Background: an optimization exercise with open tools, aiming at small area. Do not read the settings as production practice. In this exercise RTL edits were held to simulation tests only and were not proved equivalent to the original. Power and IR drop assume default switching activity.

==> v17 <==
Design arm_multicycle_core, start of the top module:
module arm_multicycle_core #(
  parameter int          ADDR_W    = 32,
  parameter logic [31:0] RESET_PC  = 32'h0,
  parameter int          SHIFT_EN  = 1,
  parameter int          UNDEF_NOP = 0
) (
  input  logic              clk,
  input  logic              rst_n,
  output logic              o_instr_req,
  output logic [ADDR_W-1:0] o_instr_addr,
  input  logic              i_instr_valid,
  input  logic [31:0]       i_instr,
  output logic              o_mem_req,
  output logic              o_mem_we,
  output logic [ADDR_W-1:0] o_mem_addr,
  output logic [31:0]       o_mem_wdata,
  input  logic              i_mem_ack,
  input  logic [31:0]       i_mem_rdata,
  output logic [ADDR_W-1:0] o_pc,
  output logic [3:0]        o_flags,
  output logic              o_halted
);
  localparam logic [2:0] S_FETCH  = 3'd0;
  localparam logic [2:0] S_DECODE = 3'd1;
  localparam logic [2:0] S_EXEC   = 3'd2;
  localparam logic [2:0] S_MEM    = 3'd3;
  localparam logic [2:0] S_WB     = 3'd4;
  localparam logic [2:0] S_HALT   = 3'd5;
  logic [2:0]  r_state, w_next;
  logic [31:2] r_pc;
  logic [31:0] r_ir;
  logic [3:0]  r_flags;
  logic [31:0] r_t;
  wire st_fetch  = (r_state == S_FETCH);
  wire st_decode = (r_state == S_DECODE);
  wire st_exec   = (r_state == S_EXEC);
  wire st_mem    = (r_state == S_MEM);
  wire st_wb     = (r_state == S_WB);
  wire st_halt   = (r_state == S_HALT);
  wire [3:0] w_cond = r_ir[31:28];
  wire [1:0] w_op   = r_ir[27:26];
  wire       w_i    = r_ir[25];
  wire [3:0] w_cmd  = r_ir[24:21];
  wire       w_s    = r_ir[20];         
  wire [3:0] w_rn   = r_ir[19:16];
  wire [3:0] w_rd   = r_ir[15:12];
  wire [3:0] w_rm   = r_ir[3:0];
  wire w_dp = (w_op == 2'b00);
  wire w_ls = (w_op == 2'b01);
  wire w_br = w_op[1];
  wire [31:3] w_inc = r_pc[31:3] + 29'd1;
  wire [31:0] w_pc8 = {w_inc, r_pc[2], 2'b00};
  wire [31:2] w_pc4 = r_pc[2] ? {w_inc, 1'b0} : {r_pc[31:3], 1'b1};
  logic [31:0] w_rp;
  wire        w_rimm = st_decode & ((w_dp & w_i) | w_ls | w_br);
  wire [31:0] w_imm  = w_br ? {{6{r_ir[23]}}, r_ir[23:0], 2'b00}
                            : {20'd0, r_ir[11:8] & {4{w_ls}}, r_ir[7:0]};
  logic [3:0] w_nidx;
  always_comb begin
    if (st_fetch)       w_nidx = i_instr[3:0];
  ...
==> module arm_mc_ringrf, before the edit <==
module arm_mc_ringrf (
  input  logic        clk,
  input  logic        rst_n,
  input  logic [3:0]  i_nidx,      
  input  logic        i_rdat,      
  input  logic        i_rimm,      
  input  logic [3:0]  i_bidx,      
  input  logic        i_bchk,      
  input  logic [31:0] i_pc8,
  input  logic [31:0] i_rdata,
  input  logic [31:0] i_imm,
  input  logic        i_wnew,      
  input  logic [3:0]  i_widx,
  input  logic [31:0] i_wdata,     
  output logic [31:0] o_rp
);
  logic [31:0] r_ring [0:14];
  logic [14:0] r_rv;
  logic [3:0]  r_rot;
  logic        r_pend;
  logic [3:0]  r_pidx;
  logic [3:0]  r_rpos;      
  function automatic logic [3:0] f_mod15(input logic [3:0] a, input logic [3:0] b, input logic ci);
    logic [4:0] s;
    s = {1'b0, a} + {1'b0, b} + {4'd0, ci};
    if (s >= 5'd15) s = s - 5'd15;
    f_mod15 = s[3:0];
  endfunction
  wire         w_byp  = i_bchk & r_pend & (r_pidx == i_bidx) & ~i_rimm;
  wire         w_oth  = w_byp | i_rdat | i_rimm;
  wire         w_r15  = (r_rpos == 4'd15) & ~w_oth;
  logic [14:0] w_sel;
  always_comb begin
    for (int p = 0; p < 15; p++)
      w_sel[p] = (r_rpos == 4'(p)) & r_rv[p] & ~w_oth;
    o_rp = ({32{w_r15}} & i_pc8) | ({32{w_byp}} & i_wdata) | ({32{i_rdat}} & i_rdata) |
           ({32{i_rimm}} & i_imm);
    for (int p = 0; p < 15; p++)
      o_rp = o_rp | ({32{w_sel[p]}} & r_ring[p]);
  end
  wire [3:0]  w_widx = r_pend ? r_pidx : i_widx;
  wire [3:0]  w_wpos = f_mod15(w_widx, r_rot, 1'b1);
  wire        w_wact = r_pend | i_wnew;
  logic [4:0] w_we;
  always_comb
    for (int j = 0; j < 5; j++) w_we[j] = w_wact & (w_wpos == 4'(3*j));
  always_ff @(posedge clk or negedge rst_n) begin
    if (!rst_n) begin
      r_rv   <= '0;
      r_rot  <= '0;
      r_pend <= 1'b0;
    end else begin
      r_rot  <= (r_rot == 4'd14) ? 4'd0 : r_rot + 4'd1;
      r_pend <= w_wact & ~(|w_we);
      for (int p = 0; p < 15; p++)
        r_rv[p] <= ((p % 3) == 0 && w_we[p/3]) ? 1'b1 : r_rv[(p + 14) % 15];
    end
  end
  always_ff @(posedge clk) begin
    r_rpos <= (i_nidx == 4'd15) ? 4'd15 : f_mod15(i_nidx, r_rot, 1'b1);
    if (i_wnew) r_pidx <= i_widx;
    for (int p = 0; p < 15; p++)
      r_ring[p] <= ((p % 3) == 0 && w_we[p/3]) ? i_wdata : r_ring[(p + 14) % 15];
  end
endmodule
Settings: LEC_CHECK=0, CAP_MARGIN=20, CORE_MARGIN=2, CORE_UTILIZATION=40, CTS_CLUSTER_DIAMETER=100, CTS_CLUSTER_SIZE=25, PLACE_DENSITY=0.6, SLEW_MARGIN=20; clock period 10.0 ns.
run.sh (not shown) runs the stock make flow with config.mk's settings and CLKGATE_MAP_FILE= SYNTH_SCRIPT=/design/flow/synth_recipe.tcl, a recipe that flattens the netlist after the stock synthesis.
==> v38: changes against v17 <==
--- a/flow/design.v
+++ b/flow/design.v
@@ -10,61 +10,63 @@
   input  logic [31:0] i_pc8,
   input  logic [31:0] i_rdata,
   input  logic [31:0] i_imm,
   input  logic        i_wnew,      
   input  logic [3:0]  i_widx,
   input  logic [31:0] i_wdata,     
-  output logic [31:0] o_rp
+  output logic [31:0] o_rp,
+  output logic        o_byp        
 );
   logic [31:0] r_ring [0:14];
-  logic [14:0] r_rv;
+  logic [1:0]  r_clr;       
   logic [3:0]  r_rot;
   logic        r_pend;
   logic [3:0]  r_pidx;
   logic [3:0]  r_rpos;      
   function automatic logic [3:0] f_mod15(input logic [3:0] a, input logic [3:0] b, input logic ci);
     logic [4:0] s;
     s = {1'b0, a} + {1'b0, b} + {4'd0, ci};
     if (s >= 5'd15) s = s - 5'd15;
     f_mod15 = s[3:0];
   endfunction
-  wire         w_byp  = i_bchk & r_pend & (r_pidx == i_bidx) & ~i_rimm;
-  wire         w_oth  = w_byp | i_rdat | i_rimm;
+  assign       o_byp  = i_bchk & r_pend & (r_pidx == i_bidx) & ~i_rimm;
+  wire         w_oth  = i_rdat | i_rimm;
   wire         w_r15  = (r_rpos == 4'd15) & ~w_oth;
+  wire         w_clr  = (r_clr != 2'd3);
+  wire [2:0]   w_cln  = {~w_clr, ~w_clr | r_clr[1], ~w_clr | (r_clr != 2'd0)};
   logic [14:0] w_sel;
   always_comb begin
     for (int p = 0; p < 15; p++)
-      w_sel[p] = (r_rpos == 4'(p)) & r_rv[p] & ~w_oth;
-    o_rp = ({32{w_r15}} & i_pc8) | ({32{w_byp}} & i_wdata) | ({32{i_rdat}} & i_rdata) |
-           ({32{i_rimm}} & i_imm);
+      w_sel[p] = (r_rpos == 4'(p)) & w_cln[p % 3] & ~w_oth;
+    o_rp = ({32{w_r15}} & i_pc8) | ({32{i_rdat}} & i_rdata) | ({32{i_rimm}} & i_imm);
     for (int p = 0; p < 15; p++)
       o_rp = o_rp | ({32{w_sel[p]}} & r_ring[p]);
   end
   wire [3:0]  w_widx = r_pend ? r_pidx : i_widx;
   wire [3:0]  w_wpos = f_mod15(w_widx, r_rot, 1'b1);
   wire        w_wact = r_pend | i_wnew;
-  logic [4:0] w_we;
+  logic [4:0] w_we, w_wr;
   always_comb
     for (int j = 0; j < 5; j++) w_we[j] = w_wact & (w_wpos == 4'(3*j));
+  assign w_wr = w_we | {5{w_clr}};
+  wire [31:0] w_wdata = i_wdata & {32{~w_clr}};
   always_ff @(posedge clk or negedge rst_n) begin
     if (!rst_n) begin
-      r_rv   <= '0;
-      r_rot  <= '0;
+      r_clr  <= '0;
       r_pend <= 1'b0;
     end else begin
-      r_rot  <= (r_rot == 4'd14) ? 4'd0 : r_rot + 4'd1;
       r_pend <= w_wact & ~(|w_we);
-      for (int p = 0; p < 15; p++)
-        r_rv[p] <= ((p % 3) == 0 && w_we[p/3]) ? 1'b1 : r_rv[(p + 14) % 15];
+      if (w_clr) r_clr <= r_clr + 2'd1;
     end
   end
   always_ff @(posedge clk) begin
+    r_rot  <= (r_rot >= 4'd14) ? 4'd0 : r_rot + 4'd1;
     r_rpos <= (i_nidx == 4'd15) ? 4'd15 : f_mod15(i_nidx, r_rot, 1'b1);
-    if (i_wnew) r_pidx <= i_widx;
+    r_pidx <= i_widx;
     for (int p = 0; p < 15; p++)
-      r_ring[p] <= ((p % 3) == 0 && w_we[p/3]) ? i_wdata : r_ring[(p + 14) % 15];
+      r_ring[p] <= ((p % 3) == 0 && w_wr[p/3]) ? w_wdata : r_ring[(p + 14) % 15];
   end
 endmodule
 module arm_mc_shift (
   input  logic [31:0] i_x,
   input  logic [11:0] i_ir,
   input  logic        i_imm,
@@ -193,22 +195,22 @@
   localparam logic [2:0] S_EXEC   = 3'd2;
   localparam logic [2:0] S_MEM    = 3'd3;
   localparam logic [2:0] S_WB     = 3'd4;
   localparam logic [2:0] S_HALT   = 3'd5;
   logic [2:0]  r_state, w_next;
   logic [31:2] r_pc;
-  logic [31:0] r_ir;
+  logic [27:0] r_ir;        
   logic [3:0]  r_flags;
   logic [31:0] r_t;
   wire st_fetch  = (r_state == S_FETCH);
   wire st_decode = (r_state == S_DECODE);
   wire st_exec   = (r_state == S_EXEC);
   wire st_mem    = (r_state == S_MEM);
   wire st_wb     = (r_state == S_WB);
   wire st_halt   = (r_state == S_HALT);
-  wire [3:0] w_cond = r_ir[31:28];
+  wire [3:0] w_cond = i_instr[31:28];    
   wire [1:0] w_op   = r_ir[27:26];
   wire       w_i    = r_ir[25];
   wire [3:0] w_cmd  = r_ir[24:21];
   wire       w_s    = r_ir[20];         
   wire [3:0] w_rn   = r_ir[19:16];
   wire [3:0] w_rd   = r_ir[15:12];
@@ -217,12 +219,13 @@
   wire w_ls = (w_op == 2'b01);
   wire w_br = w_op[1];
   wire [31:3] w_inc = r_pc[31:3] + 29'd1;
   wire [31:0] w_pc8 = {w_inc, r_pc[2], 2'b00};
   wire [31:2] w_pc4 = r_pc[2] ? {w_inc, 1'b0} : {r_pc[31:3], 1'b1};
   logic [31:0] w_rp;
+  logic        w_byp;
   wire        w_rimm = st_decode & ((w_dp & w_i) | w_ls | w_br);
   wire [31:0] w_imm  = w_br ? {{6{r_ir[23]}}, r_ir[23:0], 2'b00}
                             : {20'd0, r_ir[11:8] & {4{w_ls}}, r_ir[7:0]};
   logic [3:0] w_nidx;
   always_comb begin
     if (st_fetch)       w_nidx = i_instr[3:0];
@@ -231,16 +234,16 @@
   end
   arm_mc_ringrf u_rf (
     .clk(clk), .rst_n(rst_n),
     .i_nidx(w_nidx), .i_rdat(st_mem & w_s), .i_rimm(w_rimm), .i_bidx(w_rm), .i_bchk(st_decode),
     .i_pc8(w_pc8), .i_rdata(i_mem_rdata), .i_imm(w_imm),
     .i_wnew(st_wb & (w_rd != 4'd15)), .i_widx(w_rd), .i_wdata(r_t),
-    .o_rp(w_rp)
+    .o_rp(w_rp), .o_byp(w_byp)
   );
   wire w_n = r_flags[3], w_z = r_flags[2], w_c = r_flags[1], w_v = r_flags[0];
-  logic w_cond_pass;
+  logic w_cond_pass, r_cpass;
   always_comb begin
     case (w_cond)
       4'b0000: w_cond_pass = w_z;
       4'b0001: w_cond_pass = ~w_z;
       4'b0010: w_cond_pass = w_c;
       4'b0011: w_cond_pass = ~w_c;
@@ -324,13 +327,13 @@
                               : {w_res[31], w_zero, w_shc, w_v};
   always_comb begin
     w_next = r_state;
     case (r_state)
       S_FETCH:  if (i_instr_valid) w_next = S_DECODE;
       S_DECODE: begin
-        if (!w_cond_pass)  w_next = S_FETCH;
+        if (!r_cpass)      w_next = S_FETCH;
         else if (w_undef)  w_next = (UNDEF_NOP != 0) ? S_FETCH : S_HALT;
         else               w_next = S_EXEC;
       end
       S_EXEC: begin
         if (w_dp)      w_next = w_c_cmp ? S_FETCH : S_WB;
         else if (w_ls) w_next = S_MEM;
@@ -357,28 +360,28 @@
   end
   always_ff @(posedge clk or negedge rst_n) begin
     if (!rst_n) begin
       r_pc    <= RESET_PC[31:2];
       r_flags <= '0;
     end else begin
-      if ((st_decode & (~w_cond_pass | (w_undef & (UNDEF_NOP != 0)))) |
+      if ((st_decode & (~r_cpass | (w_undef & (UNDEF_NOP != 0)))) |
           (st_exec & w_dp & w_c_cmp) |
           (st_mem & i_mem_ack & ~w_s) |
           (st_wb & (w_rd != 4'd15)))
         r_pc <= w_pc4;
       else if ((st_exec & w_br) | st_wb)
         r_pc <= w_res[31:2];
       if (st_exec & w_dp & (w_s | w_c_cmp)) r_flags <= w_nf;
     end
   end
   always_ff @(posedge clk) begin
-    r_ir[31:28] <= i_instr[31:28];
+    r_cpass     <= w_cond_pass;
     r_ir[19:16] <= i_instr[19:16];
     r_ir[4:0]   <= i_instr[4:0];
     if (st_fetch) begin
       r_ir[27:20] <= i_instr[27:20];
       r_ir[15:5]  <= i_instr[15:5];
     end
-    if (st_decode | st_exec | (st_mem & i_mem_ack & w_s)) r_t <= w_res;
+    if ((st_decode & ~w_byp) | st_exec | (st_mem & i_mem_ack & w_s)) r_t <= w_res;
   end
 endmodule
 `default_nettype wire
==> flow/flow/run.sh (new file) <==
#!/bin/bash
set -euo pipefail
W=$PWD
F=$W/flow
O=$W/ownflow
mkdir -p "$O"

# ORFS synth.tcl with the ABC script swapped
sed 's#^  log_cmd abc {\*}\$abc_args$#  set abc_args [lreplace $abc_args 1 1 '"$F"'/area.abc]\n  log_cmd abc {*}$abc_args#' \
  "$FLOW_HOME/scripts/synth.tcl" > "$O/orfs_synth.tcl"
grep -q "$F/area.abc" "$O/orfs_synth.tcl"
# The standard flow's synthesis script, sourcing that copy
sed 's#\$::env(SCRIPTS_DIR)/synth.tcl#'"$O"'/orfs_synth.tcl#' "$W/synth_recipe.tcl" > "$O/synth_recipe_area.tcl"
grep -q "$O/orfs_synth.tcl" "$O/synth_recipe_area.tcl"

bash "$W/standard.sh" "SYNTH_SCRIPT=$O/synth_recipe_area.tcl" synth > "$W/synth.log" 2>&1
bash "$W/standard.sh" "SYNTH_SCRIPT=$O/synth_recipe_area.tcl" \
  "BUFFER_PORTS_ARGS=-buffer_cell sky130_fd_sc_hd__buf_1" \
  "CTS_ARGS=-sink_clustering_enable -repair_clock_nets -sink_clustering_size 16 -sink_clustering_max_diameter 80 -buf_list sky130_fd_sc_hd__clkbuf_8 -dont_use_dummy_load" \
  finish > "$W/layout.log" 2>&1
test -s "$W/out/final.def"
==> flow/flow/area.abc (new file) <==
strash
&get -n
&st
&syn2
&synch2
&put
dch -f
amap -F 3 -A 3
topo
dnsize
==> flow/standard.sh (new file) <==
#!/bin/bash
# synth_recipe.tcl (not shown) runs the flow's synth.tcl, then flattens the netlist and writes it again
# the make line also repeats each setting of config.mk as NAME=value (left out here)
make -C /OpenROAD-flow-scripts/flow DESIGN_CONFIG=/design/flow/config.mk WORK_HOME=/design/flow/orfs CLKGATE_MAP_FILE= SYNTH_SCRIPT=/design/flow/synth_recipe.tcl "${@:-finish}"
==> flow/config.mk (replaced) <==
export PLATFORM = sky130hd
export DESIGN_NAME = arm_multicycle_core
export DESIGN_NICKNAME = arm_multicycle_core
export VERILOG_FILES = /design/flow/design.v
export SDC_FILE = /design/flow/constraint.sdc
export NUM_CORES = 8
export LEC_CHECK = 0
export CAP_MARGIN = 0
export CORE_MARGIN = 2
export CORE_UTILIZATION = 55
export PLACE_DENSITY = 0.75
export SLEW_MARGIN = 0
removed: flow/run.sh
==> v2: changes against v17 <==
--- a/flow/design.v
+++ b/flow/design.v
@@ -18,25 +18,26 @@
   logic [31:0] r_ring [0:14];
   logic [14:0] r_rv;
   logic [3:0]  r_rot;
   logic        r_pend;
   logic [3:0]  r_pidx;
   logic [3:0]  r_rpos;      
+  logic        r_r15;       
   function automatic logic [3:0] f_mod15(input logic [3:0] a, input logic [3:0] b, input logic ci);
     logic [4:0] s;
     s = {1'b0, a} + {1'b0, b} + {4'd0, ci};
     if (s >= 5'd15) s = s - 5'd15;
     f_mod15 = s[3:0];
   endfunction
   wire         w_byp  = i_bchk & r_pend & (r_pidx == i_bidx) & ~i_rimm;
   wire         w_oth  = w_byp | i_rdat | i_rimm;
-  wire         w_r15  = (r_rpos == 4'd15) & ~w_oth;
+  wire         w_r15  = r_r15 & ~w_oth;
   logic [14:0] w_sel;
   always_comb begin
     for (int p = 0; p < 15; p++)
-      w_sel[p] = (r_rpos == 4'(p)) & r_rv[p] & ~w_oth;
+      w_sel[p] = (r_rpos == 4'(p)) & r_rv[p] & ~w_oth & ~r_r15;
     o_rp = ({32{w_r15}} & i_pc8) | ({32{w_byp}} & i_wdata) | ({32{i_rdat}} & i_rdata) |
            ({32{i_rimm}} & i_imm);
     for (int p = 0; p < 15; p++)
       o_rp = o_rp | ({32{w_sel[p]}} & r_ring[p]);
   end
   wire [3:0]  w_widx = r_pend ? r_pidx : i_widx;
@@ -55,13 +56,14 @@
       r_pend <= w_wact & ~(|w_we);
       for (int p = 0; p < 15; p++)
         r_rv[p] <= ((p % 3) == 0 && w_we[p/3]) ? 1'b1 : r_rv[(p + 14) % 15];
     end
   end
   always_ff @(posedge clk) begin
-    r_rpos <= (i_nidx == 4'd15) ? 4'd15 : f_mod15(i_nidx, r_rot, 1'b1);
+    r_rpos <= f_mod15(i_nidx, r_rot, 1'b1);
+    r_r15  <= (i_nidx == 4'd15);
     if (i_wnew) r_pidx <= i_widx;
     for (int p = 0; p < 15; p++)
       r_ring[p] <= ((p % 3) == 0 && w_we[p/3]) ? i_wdata : r_ring[(p + 14) % 15];
   end
 endmodule
 module arm_mc_shift (
==> flow/flow/run.sh (new file) <==
#!/bin/bash
set -euo pipefail
W=$PWD
F=$W/flow
O=$W/ownflow
mkdir -p "$O"

# ORFS synth.tcl with the ABC script swapped
sed 's#^  log_cmd abc {\*}\$abc_args$#  set abc_args [lreplace $abc_args 1 1 '"$F"'/area.abc]\n  log_cmd abc {*}$abc_args#' \
  "$FLOW_HOME/scripts/synth.tcl" > "$O/orfs_synth.tcl"
grep -q "$F/area.abc" "$O/orfs_synth.tcl"
# The standard flow's synthesis script, sourcing that copy
sed 's#\$::env(SCRIPTS_DIR)/synth.tcl#'"$O"'/orfs_synth.tcl#' "$W/synth_recipe.tcl" > "$O/synth_recipe_area.tcl"
grep -q "$O/orfs_synth.tcl" "$O/synth_recipe_area.tcl"

bash "$W/standard.sh" "SYNTH_SCRIPT=$O/synth_recipe_area.tcl" synth > "$W/synth.log" 2>&1
bash "$W/standard.sh" "SYNTH_SCRIPT=$O/synth_recipe_area.tcl" \
  "BUFFER_PORTS_ARGS=-buffer_cell sky130_fd_sc_hd__buf_1" \
  "CTS_ARGS=-sink_clustering_enable -repair_clock_nets -sink_clustering_size 25 -sink_clustering_max_diameter 100 -dont_use_dummy_load" \
  finish > "$W/layout.log" 2>&1
test -s "$W/out/final.def"
==> flow/flow/area.abc (new file) <==
strash
&get -n
&st
&synch2
&dch -f
&nf -R 1000
&put
topo
dnsize
==> flow/standard.sh (new file) <==
#!/bin/bash
# synth_recipe.tcl (not shown) runs the flow's synth.tcl, then flattens the netlist and writes it again
# the make line also repeats each setting of config.mk as NAME=value (left out here)
make -C /OpenROAD-flow-scripts/flow DESIGN_CONFIG=/design/flow/config.mk WORK_HOME=/design/flow/orfs CLKGATE_MAP_FILE= SYNTH_SCRIPT=/design/flow/synth_recipe.tcl "${@:-finish}"
--- a/flow/config.mk
+++ b/flow/config.mk
@@ -5,10 +5,8 @@
 export SDC_FILE = /design/flow/constraint.sdc
 export NUM_CORES = 8
 export LEC_CHECK = 0
 export CAP_MARGIN = 20
 export CORE_MARGIN = 2
 export CORE_UTILIZATION = 40
-export CTS_CLUSTER_DIAMETER = 100
-export CTS_CLUSTER_SIZE = 25
 export PLACE_DENSITY = 0.6
 export SLEW_MARGIN = 20
removed: flow/run.sh
==> v32: changes against v17 <==
--- a/flow/design.v
+++ b/flow/design.v
@@ -45,24 +45,23 @@
   logic [4:0] w_we;
   always_comb
     for (int j = 0; j < 5; j++) w_we[j] = w_wact & (w_wpos == 4'(3*j));
   always_ff @(posedge clk or negedge rst_n) begin
     if (!rst_n) begin
       r_rv   <= '0;
-      r_rot  <= '0;
       r_pend <= 1'b0;
     end else begin
-      r_rot  <= (r_rot == 4'd14) ? 4'd0 : r_rot + 4'd1;
       r_pend <= w_wact & ~(|w_we);
       for (int p = 0; p < 15; p++)
         r_rv[p] <= ((p % 3) == 0 && w_we[p/3]) ? 1'b1 : r_rv[(p + 14) % 15];
     end
   end
   always_ff @(posedge clk) begin
+    r_rot  <= (r_rot >= 4'd14) ? 4'd0 : r_rot + 4'd1;
     r_rpos <= (i_nidx == 4'd15) ? 4'd15 : f_mod15(i_nidx, r_rot, 1'b1);
-    if (i_wnew) r_pidx <= i_widx;
+    r_pidx <= i_widx;
     for (int p = 0; p < 15; p++)
       r_ring[p] <= ((p % 3) == 0 && w_we[p/3]) ? i_wdata : r_ring[(p + 14) % 15];
   end
 endmodule
 module arm_mc_shift (
   input  logic [31:0] i_x,
@@ -193,22 +192,22 @@
   localparam logic [2:0] S_EXEC   = 3'd2;
   localparam logic [2:0] S_MEM    = 3'd3;
   localparam logic [2:0] S_WB     = 3'd4;
   localparam logic [2:0] S_HALT   = 3'd5;
   logic [2:0]  r_state, w_next;
   logic [31:2] r_pc;
-  logic [31:0] r_ir;
+  logic [27:0] r_ir;        
   logic [3:0]  r_flags;
   logic [31:0] r_t;
   wire st_fetch  = (r_state == S_FETCH);
   wire st_decode = (r_state == S_DECODE);
   wire st_exec   = (r_state == S_EXEC);
   wire st_mem    = (r_state == S_MEM);
   wire st_wb     = (r_state == S_WB);
   wire st_halt   = (r_state == S_HALT);
-  wire [3:0] w_cond = r_ir[31:28];
+  wire [3:0] w_cond = i_instr[31:28];    
   wire [1:0] w_op   = r_ir[27:26];
   wire       w_i    = r_ir[25];
   wire [3:0] w_cmd  = r_ir[24:21];
   wire       w_s    = r_ir[20];         
   wire [3:0] w_rn   = r_ir[19:16];
   wire [3:0] w_rd   = r_ir[15:12];
@@ -234,13 +233,13 @@
     .i_nidx(w_nidx), .i_rdat(st_mem & w_s), .i_rimm(w_rimm), .i_bidx(w_rm), .i_bchk(st_decode),
     .i_pc8(w_pc8), .i_rdata(i_mem_rdata), .i_imm(w_imm),
     .i_wnew(st_wb & (w_rd != 4'd15)), .i_widx(w_rd), .i_wdata(r_t),
     .o_rp(w_rp)
   );
   wire w_n = r_flags[3], w_z = r_flags[2], w_c = r_flags[1], w_v = r_flags[0];
-  logic w_cond_pass;
+  logic w_cond_pass, r_cpass;
   always_comb begin
     case (w_cond)
       4'b0000: w_cond_pass = w_z;
       4'b0001: w_cond_pass = ~w_z;
       4'b0010: w_cond_pass = w_c;
       4'b0011: w_cond_pass = ~w_c;
@@ -324,13 +323,13 @@
                               : {w_res[31], w_zero, w_shc, w_v};
   always_comb begin
     w_next = r_state;
     case (r_state)
       S_FETCH:  if (i_instr_valid) w_next = S_DECODE;
       S_DECODE: begin
-        if (!w_cond_pass)  w_next = S_FETCH;
+        if (!r_cpass)      w_next = S_FETCH;
         else if (w_undef)  w_next = (UNDEF_NOP != 0) ? S_FETCH : S_HALT;
         else               w_next = S_EXEC;
       end
       S_EXEC: begin
         if (w_dp)      w_next = w_c_cmp ? S_FETCH : S_WB;
         else if (w_ls) w_next = S_MEM;
@@ -357,24 +356,24 @@
   end
   always_ff @(posedge clk or negedge rst_n) begin
     if (!rst_n) begin
       r_pc    <= RESET_PC[31:2];
       r_flags <= '0;
     end else begin
-      if ((st_decode & (~w_cond_pass | (w_undef & (UNDEF_NOP != 0)))) |
+      if ((st_decode & (~r_cpass | (w_undef & (UNDEF_NOP != 0)))) |
           (st_exec & w_dp & w_c_cmp) |
           (st_mem & i_mem_ack & ~w_s) |
           (st_wb & (w_rd != 4'd15)))
         r_pc <= w_pc4;
       else if ((st_exec & w_br) | st_wb)
         r_pc <= w_res[31:2];
       if (st_exec & w_dp & (w_s | w_c_cmp)) r_flags <= w_nf;
     end
   end
   always_ff @(posedge clk) begin
-    r_ir[31:28] <= i_instr[31:28];
+    r_cpass     <= w_cond_pass;
     r_ir[19:16] <= i_instr[19:16];
     r_ir[4:0]   <= i_instr[4:0];
     if (st_fetch) begin
       r_ir[27:20] <= i_instr[27:20];
       r_ir[15:5]  <= i_instr[15:5];
     end
==> flow/flow/run.sh (new file) <==
#!/bin/bash
set -euo pipefail
W=$PWD
F=$W/flow
O=$W/ownflow
mkdir -p "$O"

# ORFS synth.tcl with the ABC script swapped
sed 's#^  log_cmd abc {\*}\$abc_args$#  set abc_args [lreplace $abc_args 1 1 '"$F"'/area.abc]\n  log_cmd abc {*}$abc_args#' \
  "$FLOW_HOME/scripts/synth.tcl" > "$O/orfs_synth.tcl"
grep -q "$F/area.abc" "$O/orfs_synth.tcl"
# The standard flow's synthesis script, sourcing that copy
sed 's#\$::env(SCRIPTS_DIR)/synth.tcl#'"$O"'/orfs_synth.tcl#' "$W/synth_recipe.tcl" > "$O/synth_recipe_area.tcl"
grep -q "$O/orfs_synth.tcl" "$O/synth_recipe_area.tcl"

bash "$W/standard.sh" "SYNTH_SCRIPT=$O/synth_recipe_area.tcl" synth > "$W/synth.log" 2>&1
bash "$W/standard.sh" "SYNTH_SCRIPT=$O/synth_recipe_area.tcl" \
  "BUFFER_PORTS_ARGS=-buffer_cell sky130_fd_sc_hd__buf_1" \
  "CTS_ARGS=-sink_clustering_enable -repair_clock_nets -sink_clustering_size 16 -sink_clustering_max_diameter 80 -buf_list sky130_fd_sc_hd__clkbuf_8 -dont_use_dummy_load" \
  finish > "$W/layout.log" 2>&1
test -s "$W/out/final.def"
==> flow/flow/area.abc (new file) <==
strash
&get -n
&st
&syn2
&synch2
&put
dch -f
amap
topo
dnsize
==> flow/standard.sh (new file) <==
#!/bin/bash
# synth_recipe.tcl (not shown) runs the flow's synth.tcl, then flattens the netlist and writes it again
# the make line also repeats each setting of config.mk as NAME=value (left out here)
make -C /OpenROAD-flow-scripts/flow DESIGN_CONFIG=/design/flow/config.mk WORK_HOME=/design/flow/orfs CLKGATE_MAP_FILE= SYNTH_SCRIPT=/design/flow/synth_recipe.tcl "${@:-finish}"
==> flow/config.mk (replaced) <==
export PLATFORM = sky130hd
export DESIGN_NAME = arm_multicycle_core
export DESIGN_NICKNAME = arm_multicycle_core
export VERILOG_FILES = /design/flow/design.v
export SDC_FILE = /design/flow/constraint.sdc
export NUM_CORES = 8
export LEC_CHECK = 0
export CAP_MARGIN = 0
export CORE_MARGIN = 2
export CORE_UTILIZATION = 40
export PLACE_DENSITY = 0.6
export SLEW_MARGIN = 0
removed: flow/run.sh
==> reports/metrics.yaml <==
pwr:
  finalPower_uw: 12400
synthesis:
  synthAdderAreaFrac_pct: 0.905
  synth-xor-area-share_pct: 1.74
floorplanning:
  die_h_um: 281
finish:
  nets: 3400
setup_path:
  crit_path_max_incr_delay_ns: 0.92
  crit_path_start: "r_state[0]$_DFFE_PN0P_"
clocking:
  root_buffer: "clkbuf_16"
global_routing:
  track_usage_pct: 33.1
status:
  status: "finished clean"
the above is filed under v17

==> reports/metrics.yaml <==
status:
  status: "finished clean"
finish:
  regArea_mm2: 0.0131
  nets: 2835
setup_path:
  crit_path_max_incr_delay_ns: 0.84
  crit_path_start: "r_ir[10]$_DFFE_PP_"
  r2r-start: "r_ir[10]$_DFFE_PP_"
synthesis:
  synthAdderAreaFrac_pct: 1.09
  syn_avg_cell_area_um2: 10.2
drt:
  dr_wl_met3_um: 9500
  m1WireLength_um: 43300
global_routing:
  track_usage_pct: 30.8
timing:
  setup_ws_ns: 0.686
floorplanning:
  die_h_um: 257
clocking:
  root_buffer: "clkbuf_16"
pwr:
  ir_drop_v: 0.000157
the above is filed under v2

==> reports/metrics.yaml <==
synthesis:
  synth-xor-area-share_pct: 0
  synthAdderAreaFrac_pct: 1.21
finish:
  regArea_mm2: 0.0129
  bufAreaShareNonClock_pct: 4.71
  nets: 2984
floorplanning:
  die_h_um: 254
clocking:
  root_buffer: "clkbuf_8"
  numCtsBuffers: 45
status:
  status: "finished clean"
global_routing:
  grt_pass1_wl_um: 162000
pwr:
  finalPower_uw: 10700
setup_path:
  crit_top_cell: "clkinv_1"
  crit_path_start: "r_state[2]$_DFFE_PN0P_"
drt:
  wl_per_cell_um: 30.4
the above is filed under v32

==> reports/metrics.yaml <==
setup_path:
  crit_path_start: "r_ir[8]$_DFFE_PP_"
  crit_path_max_incr_delay_ns: 0.61
synthesis:
  synthAdderAreaFrac_pct: 1.34
  synth-xor-area-share_pct: 0.0719
  ys_seq_elements: 594
  synthTopCellsByArea: "dfxtp_1 41%, edfxtp_1 6.3%, o22ai_1 5.8%"
finish:
  final_util_pct: 60.7
  seq_share_pct: 47.1
timing:
  skew_ns: 0.0613
  final.setup.tns_ns: 0
clocking:
  clkTransAtPathRegs_ns: 0.11
  cts_sinks: 594
drt:
  drtIter0Drc: 4825
global_routing:
  track_usage_pct: 43.7
pwr:
  finalPower_uw: 10400
status:
  status: "finished clean"
the above is filed under v38

==> what the ideal ports hide <==
Ports are ideal in the flow. The routed layouts listed here were re-timed in OpenROAD.
Step 1, drivers: a clkbuf_16 drives clk and a buf_2 each remaining input, both assumed.
Step 2 times the ports against the registers' clock, not the clock port: input delays grow and output delays shrink by t, the midpoint of the rising clock arrivals with the driver on.
Slacks: ideal / step 1 / step 2; pairs: ideal / step 1.
| run | shift t [ns] | setup WS [ns] | worst hold slack (ns) | latest minus earliest clock arrival (ns) | worst register clock-pin slew, ns |
|---|---|---|---|---|---|
| v17 | 0.702 | 1.970 / 1.970 / 1.970 | 0.337 / 0.337 / 0.337 | 0.024 / 0.023 | 0.11 / 0.11 |
| v38 | 0.678 | 0.987 / 0.987 / 0.987 | 0.319 / 0.319 / 0.319 | 0.061 / 0.061 | 0.11 / 0.11 |
| v2 | 0.659 | 0.686 / 0.686 / 0.686 | 0.309 / 0.309 / 0.309 | 0.052 / 0.053 | 0.10 / 0.10 |
| v32 | 0.723 | 0.678 / 0.678 / 0.678 | 0.307 / 0.307 / 0.307 | 0.093 / 0.093 | 0.11 / 0.11 |
After both steps setup and hold are still met in every run listed.
